This is an optimization exercise on Yosys and OpenROAD, whose aim is small area and a short achievable clock period, not a production implementation. At most, simulation tests tie the RTL to the original design; equivalence was not proved. Power figures rest on the tool's default switching activity, not on a simulated workload.

==> inputs of harbor <==
==> flow/design.v <==
localparam int MMIO_WORDS = 16;
localparam logic [3:0] REG_CMD           = 4'd0;
localparam logic [3:0] REG_CAM0_CMD      = 4'd1;
localparam logic [3:0] REG_CAM1_CMD      = 4'd2;
localparam logic [3:0] REG_FRAME_BYTES0  = 4'd3;
localparam logic [3:0] REG_TRIBUF_ADDR0  = 4'd4;
localparam logic [3:0] REG_FRAME_BYTES1  = 4'd5;
localparam logic [3:0] REG_TRIBUF_ADDR1  = 4'd6;
localparam logic [3:0] REG_FRAME_BYTES2  = 4'd7;
localparam logic [3:0] REG_TRIBUF_ADDR2  = 4'd8;
localparam logic [3:0] REG_CAM0_RESP     = 4'd9;
localparam logic [3:0] REG_CAM0_RESP_CNT = 4'd10;
localparam logic [3:0] REG_CAM1_RESP     = 4'd11;
localparam logic [3:0] REG_CAM1_RESP_CNT = 4'd12;
localparam logic [3:0] REG_CAM_STATUS    = 4'd13;
localparam logic [3:0] REG_IRQ_EN        = 4'd14;
localparam logic [3:0] REG_IRQ_STAT      = 4'd15;
localparam logic [1:0] RESP_OKAY   = 2'b00;
localparam logic [1:0] RESP_SLVERR = 2'b10;
`timescale 1ns/1ns
module cam_port #(
    parameter int CAM_CREDITS = 2
) (
    input  logic        fclk,
    input  logic        rst_n,
    input  logic        wready,
    input  logic        push,
    input  logic [31:0] wdata,
    input  logic [17:0] cam_resp,
    input  logic        cam_resp_valid,
    output logic [31:0] cam_cmd,
    output logic        cam_cmd_valid,
    output logic [7:0]  status,
    output logic [17:0] last_resp,
    output logic [15:0] resp_cnt
);
    logic [31:0] ring [3];
    logic [1:0]  wp, rp;            
    logic [2:0]  fill;
    logic [3:0]  credits;
    logic        overflow;
    logic        full, accept, send, hload;
    logic [2:0]  fill_d;
    logic [3:0]  credits_d;
    function automatic logic [1:0] inc3(input logic [1:0] p);
        inc3 = (p == 2'd2) ? 2'd0 : p + 2'd1;
    endfunction
    assign full   = fill[2];
    assign accept = push && !full;
    assign send   = cam_cmd_valid;
    assign hload  = send ? (fill != 3'd1 || accept) : (fill == 3'd0 && accept);
    assign fill_d    = fill + 3'(accept) - 3'(send);
    assign credits_d = credits + 4'(cam_resp_valid) - 4'(send);
    always_ff @(posedge fclk) begin
        if (wready && (!full || send)) ring[wp] <= wdata;
        if (hload) cam_cmd <= ring[rp];
    end
    always_ff @(posedge fclk) begin
        if (!rst_n) begin
            wp            <= '0;
            rp            <= '0;
            fill          <= '0;
            credits       <= 4'(CAM_CREDITS);
            overflow      <= 1'b0;
            cam_cmd_valid <= 1'b0;
        end else begin
            if (accept) wp <= inc3(wp);
            if (hload) rp <= inc3(rp);
            fill          <= fill_d;
            credits       <= credits_d;
            cam_cmd_valid <= (fill_d != 3'd0) && (credits_d != 4'd0);
            if (push && full) overflow <= 1'b1;
        end
    end
    always_ff @(posedge fclk) begin
        if (!rst_n) begin
            last_resp <= '0;
            resp_cnt  <= '0;
        end else if (cam_resp_valid) begin
            last_resp <= cam_resp;
            resp_cnt  <= resp_cnt + 16'd1;
        end
    end
    assign status = {overflow, fill, credits};
endmodule
`timescale 1ns/1ns
module mmio_top #(
    parameter logic [31:0] MMIO_BASE   = 32'h7000_0000,
    parameter int          CAM_CREDITS = 2,
    parameter int          CMD_DEPTH   = 4
) (
    input  logic        fclk,
    input  logic        rst_n,
    input  logic [31:0] araddr,
    input  logic        arvalid,
    output logic        arready,
    output logic [31:0] rdata,
    output logic [1:0]  rresp,
    output logic        rvalid,
    input  logic        rready,
    input  logic [31:0] awaddr,
    input  logic        awvalid,
    output logic        awready,
    input  logic [31:0] wdata,
    input  logic [3:0]  wstrb,
    input  logic        wvalid,
    output logic        wready,
    output logic [1:0]  bresp,
    output logic        bvalid,
    input  logic        bready,
    output logic [31:0] frame_bytes0,
    output logic [31:0] frame_bytes1,
    output logic [31:0] frame_bytes2,
    output logic [31:0] tribuf_addr0,
    output logic [31:0] tribuf_addr1,
    output logic [31:0] tribuf_addr2,
    output logic [31:0] mmio_cmd,
    output logic        mmio_cmd_valid,
    output logic [31:0] cam0_cmd,
    output logic        cam0_cmd_valid,
    input  logic [17:0] cam0_resp,
    input  logic        cam0_resp_valid,
    output logic [31:0] cam1_cmd,
    output logic        cam1_cmd_valid,
    input  logic [17:0] cam1_resp,
    input  logic        cam1_resp_valid,
    output logic        irq
);
localparam int MMIO_WORDS = 16;
localparam logic [3:0] REG_CMD           = 4'd0;
localparam logic [3:0] REG_CAM0_CMD      = 4'd1;
localparam logic [3:0] REG_CAM1_CMD      = 4'd2;
localparam logic [3:0] REG_FRAME_BYTES0  = 4'd3;
localparam logic [3:0] REG_TRIBUF_ADDR0  = 4'd4;
localparam logic [3:0] REG_FRAME_BYTES1  = 4'd5;
localparam logic [3:0] REG_TRIBUF_ADDR1  = 4'd6;
localparam logic [3:0] REG_FRAME_BYTES2  = 4'd7;
localparam logic [3:0] REG_TRIBUF_ADDR2  = 4'd8;
localparam logic [3:0] REG_CAM0_RESP     = 4'd9;
localparam logic [3:0] REG_CAM0_RESP_CNT = 4'd10;
localparam logic [3:0] REG_CAM1_RESP     = 4'd11;
localparam logic [3:0] REG_CAM1_RESP_CNT = 4'd12;
localparam logic [3:0] REG_CAM_STATUS    = 4'd13;
localparam logic [3:0] REG_IRQ_EN        = 4'd14;
localparam logic [3:0] REG_IRQ_STAT      = 4'd15;
localparam logic [1:0] RESP_OKAY   = 2'b00;
localparam logic [1:0] RESP_SLVERR = 2'b10;
    function automatic logic addr_ok(input logic [31:0] addr);
        addr_ok = (addr[31:6] == MMIO_BASE[31:6]) && (addr[1:0] == 2'b00);
    endfunction
    logic       wr_bad_q;      
    logic [3:0] wr_idx_q;
    always_ff @(posedge fclk) begin
        if (!rst_n) begin
            awready <= 1'b1;
            wready  <= 1'b0;
            bvalid  <= 1'b0;
        end else begin
            if (awready && awvalid) begin
                awready <= 1'b0;
                wready  <= 1'b1;
            end
            if (wready && wvalid) begin
                wready <= 1'b0;
                bvalid <= 1'b1;
            end
            if (bvalid && bready) begin
                bvalid  <= 1'b0;
                awready <= 1'b1;
            end
        end
    end
    always_ff @(posedge fclk) begin
        if (awready) begin
            wr_idx_q <= awaddr[5:2];
            wr_bad_q <= !addr_ok(awaddr);
        end
    end
    assign bresp = {wr_bad_q, 1'b0};
    logic        wr_en;
    logic [15:0] we;
    assign wr_en = wready && wvalid && !wr_bad_q;
    always_comb begin
        for (int k = 0; k < 16; k++) we[k] = wr_en && (wr_idx_q == 4'(k));
    end
    logic [5:0][31:0] cfg;
    logic [1:0]  irq_en;
    logic [1:0]  irq_stat;
    logic        push0, push1;
    logic [31:0] wdata_r;
    assign wdata_r = wdata & {32{rst_n}};
    for (genvar i = 0; i < 6; i++) begin : g_cfg
        logic [31:0] word;
        always_ff @(posedge fclk) begin
            for (int b = 0; b < 4; b++) begin
                if (!rst_n || (we[3+i] && wstrb[b])) word[8*b +: 8] <= wdata_r[8*b +: 8];
            end
        end
        assign cfg[i] = word;
    end
    always_ff @(posedge fclk) begin
        if (we[REG_CMD]) mmio_cmd <= wdata;
    end
    logic [1:0] irq_en_d, irq_stat_d;
    always_comb begin
        irq_en_d = irq_en;
        if (we[REG_IRQ_EN] && wstrb[0]) irq_en_d = wdata[1:0];
        irq_stat_d = (irq_stat & ~((we[REG_IRQ_STAT] && wstrb[0]) ? wdata[1:0] : 2'b00))
                   | {cam1_resp_valid, cam0_resp_valid};
    end
    always_ff @(posedge fclk) begin
        if (!rst_n) begin
            irq_en         <= '0;
            irq_stat       <= '0;
            irq            <= 1'b0;
            mmio_cmd_valid <= 1'b0;
            push0          <= 1'b0;
            push1          <= 1'b0;
        end else begin
            mmio_cmd_valid <= we[REG_CMD];
            push0          <= we[REG_CAM0_CMD];
            push1          <= we[REG_CAM1_CMD];
            irq_en         <= irq_en_d;
            irq_stat       <= irq_stat_d;
            irq            <= |(irq_stat_d & irq_en_d);
        end
    end
    assign frame_bytes0 = cfg[0];
    assign tribuf_addr0 = cfg[1];
    assign frame_bytes1 = cfg[2];
    assign tribuf_addr1 = cfg[3];
    assign frame_bytes2 = cfg[4];
    assign tribuf_addr2 = cfg[5];
    logic [7:0]  status0, status1;
    logic [17:0] resp0, resp1;
    logic [15:0] cnt0, cnt1;
    cam_port #(.CAM_CREDITS(CAM_CREDITS)) u_cam0 (
        .fclk, .rst_n, .wready, .push(push0), .wdata,
        .cam_resp(cam0_resp), .cam_resp_valid(cam0_resp_valid),
        .cam_cmd(cam0_cmd), .cam_cmd_valid(cam0_cmd_valid),
        .status(status0), .last_resp(resp0), .resp_cnt(cnt0)
    );
    cam_port #(.CAM_CREDITS(CAM_CREDITS)) u_cam1 (
        .fclk, .rst_n, .wready, .push(push1), .wdata,
        .cam_resp(cam1_resp), .cam_resp_valid(cam1_resp_valid),
        .cam_cmd(cam1_cmd), .cam_cmd_valid(cam1_cmd_valid),
        .status(status1), .last_resp(resp1), .resp_cnt(cnt1)
    );
    logic [31:0] rd_mux;
    logic        rresp_bad;
    always_comb begin
        case (araddr[5:2])
            REG_FRAME_BYTES0:  rd_mux = frame_bytes0;
            REG_TRIBUF_ADDR0:  rd_mux = tribuf_addr0;
            REG_FRAME_BYTES1:  rd_mux = frame_bytes1;
            REG_TRIBUF_ADDR1:  rd_mux = tribuf_addr1;
            REG_FRAME_BYTES2:  rd_mux = frame_bytes2;
            REG_TRIBUF_ADDR2:  rd_mux = tribuf_addr2;
            REG_CAM0_RESP:     rd_mux = {14'd0, resp0};
            REG_CAM0_RESP_CNT: rd_mux = {16'd0, cnt0};
            REG_CAM1_RESP:     rd_mux = {14'd0, resp1};
            REG_CAM1_RESP_CNT: rd_mux = {16'd0, cnt1};
            REG_CAM_STATUS:    rd_mux = {16'd0, status1, status0};
            REG_IRQ_EN:        rd_mux = {30'd0, irq_en};
            REG_IRQ_STAT:      rd_mux = {30'd0, irq_stat};
            default:           rd_mux = '0;
        endcase
    end
    always_ff @(posedge fclk) begin
        if (!rst_n) begin
            rvalid  <= 1'b0;
            arready <= 1'b1;
        end else if (!rvalid) begin
            rvalid  <= arvalid;
            arready <= !arvalid;
        end else if (rready) begin
            rvalid  <= 1'b0;
            arready <= 1'b1;
        end
    end
    always_ff @(posedge fclk) begin
        if (!rvalid) begin
            rdata     <= addr_ok(araddr) ? rd_mux : 32'd0;
            rresp_bad <= !addr_ok(araddr);
        end
    end
    assign rresp = {rresp_bad, 1'b0};
endmodule
==> flow/run.sh <==
#!/bin/bash
# synth_recipe.tcl (not shown) runs the flow's synth.tcl, then flattens the netlist and writes it again
# the make line also repeats each setting of config.mk as NAME=value (left out here)
make -C /OpenROAD-flow-scripts/flow DESIGN_CONFIG=/design/flow/config.mk WORK_HOME=/design/flow/orfs CLKGATE_MAP_FILE= SYNTH_SCRIPT=/design/flow/synth_recipe.tcl finish
==> flow/config.mk <==
export PLATFORM = sky130hd
export DESIGN_NAME = mmio_top
export DESIGN_NICKNAME = mmio_top
export VERILOG_FILES = /design/flow/design.v
export SDC_FILE = /design/flow/constraint.sdc
export NUM_CORES = 4
export LEC_CHECK = 0
export CAP_MARGIN = 20
export CORE_MARGIN = 2
export CORE_UTILIZATION = 55
export SETUP_SLACK_MARGIN = 1.7
export SLEW_MARGIN = 20
==> flow/constraint.sdc <==
create_clock -name core_clock -period 3.5 [get_ports {fclk}]
set_input_delay 0.7000 -clock core_clock [delete_from_list [all_inputs] [get_ports {fclk}]]
set_output_delay 0.7000 -clock core_clock [all_outputs]
set_load 0.01 [all_outputs]
==> inputs of maple, as changes to harbor <==
--- a/flow/design.v
+++ b/flow/design.v
@@ -50,6 +50,25 @@
     assign send   = cam_cmd_valid;
     assign hload  = send ? (fill != 3'd1 || accept) : (fill == 3'd0 && accept);
-    assign fill_d    = fill + 3'(accept) - 3'(send);
-    assign credits_d = credits + 4'(cam_resp_valid) - 4'(send);
+    always_comb begin
+        case ({accept, send})
+            2'b10:   fill_d = fill + 3'd1;
+            2'b01:   fill_d = fill - 3'd1;
+            default: fill_d = fill;
+        endcase
+        case ({cam_resp_valid, send})
+            2'b10:   credits_d = credits + 4'd1;
+            2'b01:   credits_d = credits - 4'd1;
+            default: credits_d = credits;
+        endcase
+    end
+    logic fill_nz_d, cred_nz_d;
+    assign fill_nz_d = accept || fill[2] || fill[1] || (fill[0] && !send);
+    always_comb begin
+        case ({cam_resp_valid, send})
+            2'b10:   cred_nz_d = (credits != 4'd15);
+            2'b01:   cred_nz_d = (credits != 4'd1);
+            default: cred_nz_d = (credits != 4'd0);
+        endcase
+    end
     always_ff @(posedge fclk) begin
         if (wready && (!full || send)) ring[wp] <= wdata;
@@ -69,5 +88,5 @@
             fill          <= fill_d;
             credits       <= credits_d;
-            cam_cmd_valid <= (fill_d != 3'd0) && (credits_d != 4'd0);
+            cam_cmd_valid <= fill_nz_d && cred_nz_d;
             if (push && full) overflow <= 1'b1;
         end
@@ -249,22 +268,23 @@
     logic [31:0] rd_mux;
     logic        rresp_bad;
-    always_comb begin
-        case (araddr[5:2])
-            REG_FRAME_BYTES0:  rd_mux = frame_bytes0;
-            REG_TRIBUF_ADDR0:  rd_mux = tribuf_addr0;
-            REG_FRAME_BYTES1:  rd_mux = frame_bytes1;
-            REG_TRIBUF_ADDR1:  rd_mux = tribuf_addr1;
-            REG_FRAME_BYTES2:  rd_mux = frame_bytes2;
-            REG_TRIBUF_ADDR2:  rd_mux = tribuf_addr2;
-            REG_CAM0_RESP:     rd_mux = {14'd0, resp0};
-            REG_CAM0_RESP_CNT: rd_mux = {16'd0, cnt0};
-            REG_CAM1_RESP:     rd_mux = {14'd0, resp1};
-            REG_CAM1_RESP_CNT: rd_mux = {16'd0, cnt1};
-            REG_CAM_STATUS:    rd_mux = {16'd0, status1, status0};
-            REG_IRQ_EN:        rd_mux = {30'd0, irq_en};
-            REG_IRQ_STAT:      rd_mux = {30'd0, irq_stat};
-            default:           rd_mux = '0;
-        endcase
-    end
+    logic        ar_good;
+    logic [15:0] rsel;
+    assign ar_good = addr_ok(araddr);
+    always_comb begin
+        for (int k = 0; k < 16; k++) rsel[k] = ar_good && (araddr[5:2] == 4'(k));
+    end
+    assign rd_mux = ({32{rsel[REG_FRAME_BYTES0]}}  & frame_bytes0)
+                  | ({32{rsel[REG_TRIBUF_ADDR0]}}  & tribuf_addr0)
+                  | ({32{rsel[REG_FRAME_BYTES1]}}  & frame_bytes1)
+                  | ({32{rsel[REG_TRIBUF_ADDR1]}}  & tribuf_addr1)
+                  | ({32{rsel[REG_FRAME_BYTES2]}}  & frame_bytes2)
+                  | ({32{rsel[REG_TRIBUF_ADDR2]}}  & tribuf_addr2)
+                  | ({32{rsel[REG_CAM0_RESP]}}     & {14'd0, resp0})
+                  | ({32{rsel[REG_CAM0_RESP_CNT]}} & {16'd0, cnt0})
+                  | ({32{rsel[REG_CAM1_RESP]}}     & {14'd0, resp1})
+                  | ({32{rsel[REG_CAM1_RESP_CNT]}} & {16'd0, cnt1})
+                  | ({32{rsel[REG_CAM_STATUS]}}    & {16'd0, status1, status0})
+                  | ({32{rsel[REG_IRQ_EN]}}        & {30'd0, irq_en})
+                  | ({32{rsel[REG_IRQ_STAT]}}      & {30'd0, irq_stat});
     always_ff @(posedge fclk) begin
         if (!rst_n) begin
@@ -281,6 +301,6 @@
     always_ff @(posedge fclk) begin
         if (!rvalid) begin
-            rdata     <= addr_ok(araddr) ? rd_mux : 32'd0;
-            rresp_bad <= !addr_ok(araddr);
+            rdata     <= rd_mux;
+            rresp_bad <= !ar_good;
         end
     end
SETUP_SLACK_MARGIN = 1.5   (was 1.7)
==> inputs of tundra, as changes to harbor <==
--- a/flow/design.v
+++ b/flow/design.v
@@ -50,6 +50,25 @@
     assign send   = cam_cmd_valid;
     assign hload  = send ? (fill != 3'd1 || accept) : (fill == 3'd0 && accept);
-    assign fill_d    = fill + 3'(accept) - 3'(send);
-    assign credits_d = credits + 4'(cam_resp_valid) - 4'(send);
+    always_comb begin
+        case ({accept, send})
+            2'b10:   fill_d = fill + 3'd1;
+            2'b01:   fill_d = fill - 3'd1;
+            default: fill_d = fill;
+        endcase
+        case ({cam_resp_valid, send})
+            2'b10:   credits_d = credits + 4'd1;
+            2'b01:   credits_d = credits - 4'd1;
+            default: credits_d = credits;
+        endcase
+    end
+    logic fill_nz_d, cred_nz_d;
+    assign fill_nz_d = accept || fill[2] || fill[1] || (fill[0] && !send);
+    always_comb begin
+        case ({cam_resp_valid, send})
+            2'b10:   cred_nz_d = (credits != 4'd15);
+            2'b01:   cred_nz_d = (credits != 4'd1);
+            default: cred_nz_d = (credits != 4'd0);
+        endcase
+    end
     always_ff @(posedge fclk) begin
         if (wready && (!full || send)) ring[wp] <= wdata;
@@ -69,5 +88,5 @@
             fill          <= fill_d;
             credits       <= credits_d;
-            cam_cmd_valid <= (fill_d != 3'd0) && (credits_d != 4'd0);
+            cam_cmd_valid <= fill_nz_d && cred_nz_d;
             if (push && full) overflow <= 1'b1;
         end
@@ -249,22 +268,23 @@
     logic [31:0] rd_mux;
     logic        rresp_bad;
-    always_comb begin
-        case (araddr[5:2])
-            REG_FRAME_BYTES0:  rd_mux = frame_bytes0;
-            REG_TRIBUF_ADDR0:  rd_mux = tribuf_addr0;
-            REG_FRAME_BYTES1:  rd_mux = frame_bytes1;
-            REG_TRIBUF_ADDR1:  rd_mux = tribuf_addr1;
-            REG_FRAME_BYTES2:  rd_mux = frame_bytes2;
-            REG_TRIBUF_ADDR2:  rd_mux = tribuf_addr2;
-            REG_CAM0_RESP:     rd_mux = {14'd0, resp0};
-            REG_CAM0_RESP_CNT: rd_mux = {16'd0, cnt0};
-            REG_CAM1_RESP:     rd_mux = {14'd0, resp1};
-            REG_CAM1_RESP_CNT: rd_mux = {16'd0, cnt1};
-            REG_CAM_STATUS:    rd_mux = {16'd0, status1, status0};
-            REG_IRQ_EN:        rd_mux = {30'd0, irq_en};
-            REG_IRQ_STAT:      rd_mux = {30'd0, irq_stat};
-            default:           rd_mux = '0;
-        endcase
-    end
+    logic        ar_good;
+    logic [15:0] rsel;
+    assign ar_good = addr_ok(araddr);
+    always_comb begin
+        for (int k = 0; k < 16; k++) rsel[k] = ar_good && (araddr[5:2] == 4'(k));
+    end
+    assign rd_mux = ({32{rsel[REG_FRAME_BYTES0]}}  & frame_bytes0)
+                  | ({32{rsel[REG_TRIBUF_ADDR0]}}  & tribuf_addr0)
+                  | ({32{rsel[REG_FRAME_BYTES1]}}  & frame_bytes1)
+                  | ({32{rsel[REG_TRIBUF_ADDR1]}}  & tribuf_addr1)
+                  | ({32{rsel[REG_FRAME_BYTES2]}}  & frame_bytes2)
+                  | ({32{rsel[REG_TRIBUF_ADDR2]}}  & tribuf_addr2)
+                  | ({32{rsel[REG_CAM0_RESP]}}     & {14'd0, resp0})
+                  | ({32{rsel[REG_CAM0_RESP_CNT]}} & {16'd0, cnt0})
+                  | ({32{rsel[REG_CAM1_RESP]}}     & {14'd0, resp1})
+                  | ({32{rsel[REG_CAM1_RESP_CNT]}} & {16'd0, cnt1})
+                  | ({32{rsel[REG_CAM_STATUS]}}    & {16'd0, status1, status0})
+                  | ({32{rsel[REG_IRQ_EN]}}        & {30'd0, irq_en})
+                  | ({32{rsel[REG_IRQ_STAT]}}      & {30'd0, irq_stat});
     always_ff @(posedge fclk) begin
         if (!rst_n) begin
@@ -281,6 +301,6 @@
     always_ff @(posedge fclk) begin
         if (!rvalid) begin
-            rdata     <= addr_ok(araddr) ? rd_mux : 32'd0;
-            rresp_bad <= !addr_ok(araddr);
+            rdata     <= rd_mux;
+            rresp_bad <= !ar_good;
         end
     end
CTS_CLUSTER_DIAMETER = 60   (was default)
CTS_CLUSTER_SIZE = 25   (was default)
SETUP_SLACK_MARGIN = 1.5   (was 1.7)
==> notes.md <==
fin crit period=just over 2 ns; outcome=finished clean; Leak Pwr=between 0.01 and 0.015 uW; placed cells=about 2.7k; Die ar.=0.0453 mm^2; Buf+Inv Stages, Crit Path=2; sw frac=0.238; area taken by multi-input logic gates=between 0.006 and 0.007 mm^2; Levels on crit path=7
[end of results for tundra]
==> notes.md <==
Leak Pwr=between 0.01 and 0.015 uW; HP Start=rst_n; area taken by multi-input logic gates=approximately 0.0072 mm^2; Levels on crit path=1; outcome=finished clean; Logic pwr share=0.190; net switching power=5800 uW; sw frac=0.278; Die ar.=between 0.04 and 0.05 mm^2; Sum Neg Setup Slack=0 ns; Buf+Inv Stages, Crit Path=1
[end of results for harbor]
==> notes.md <==
combinational logic power=1250 uW; Leak Pwr=0.0121 uW; Die ar.=~0.045 mm^2; area taken by multi-input logic gates=~0.0064 mm^2; outcome=finished clean; Buf+Inv Stages, Crit Path=1; hold buffers post-CTS=0; placed cells=2652; Levels on crit path=1; sw frac=0.230; fin crit period=approximately 2.1 ns
[end of results for maple]
No functional check of the RTL was part of harbor.

## separate check: timing with driven ports
The flow's constraints put no driver on any port. The routed layouts listed below were extracted and timed again, unchanged, in two steps.
Step 1: set_driving_cell puts a clkbuf_16 on fclk and a buf_2 on each other input, an assumption about the parent block.
Step 2 times the ports against the registers' clock, not the clock port: input delays grow and output delays shrink by t, the midpoint of the rising clock arrivals with the driver on.
Three values: ideal ports, drivers, drivers and shift; two values: the first two.
run	t (ns)	setup slack, ns	hold slack, ns	latest minus earliest clock arrival (ns)	worst data-port slew with drivers (ns)
harbor	0.682	1.447 / 1.386 / 0.836	0.424 / 0.394 / 0.477	0.021 / 0.020	0.09
maple	0.691	1.426 / 1.365 / 0.810	0.471 / 0.471 / 0.471	0.046 / 0.047	0.08
tundra	0.644	1.476 / 1.422 / 0.830	0.456 / 0.456 / 0.456	0.025 / 0.026	0.08
After both steps setup and hold are still met in every run listed. For tundra, which loses most, drivers alone change the setup slack by -0.054 ns; drivers and shift together by -0.646 ns.
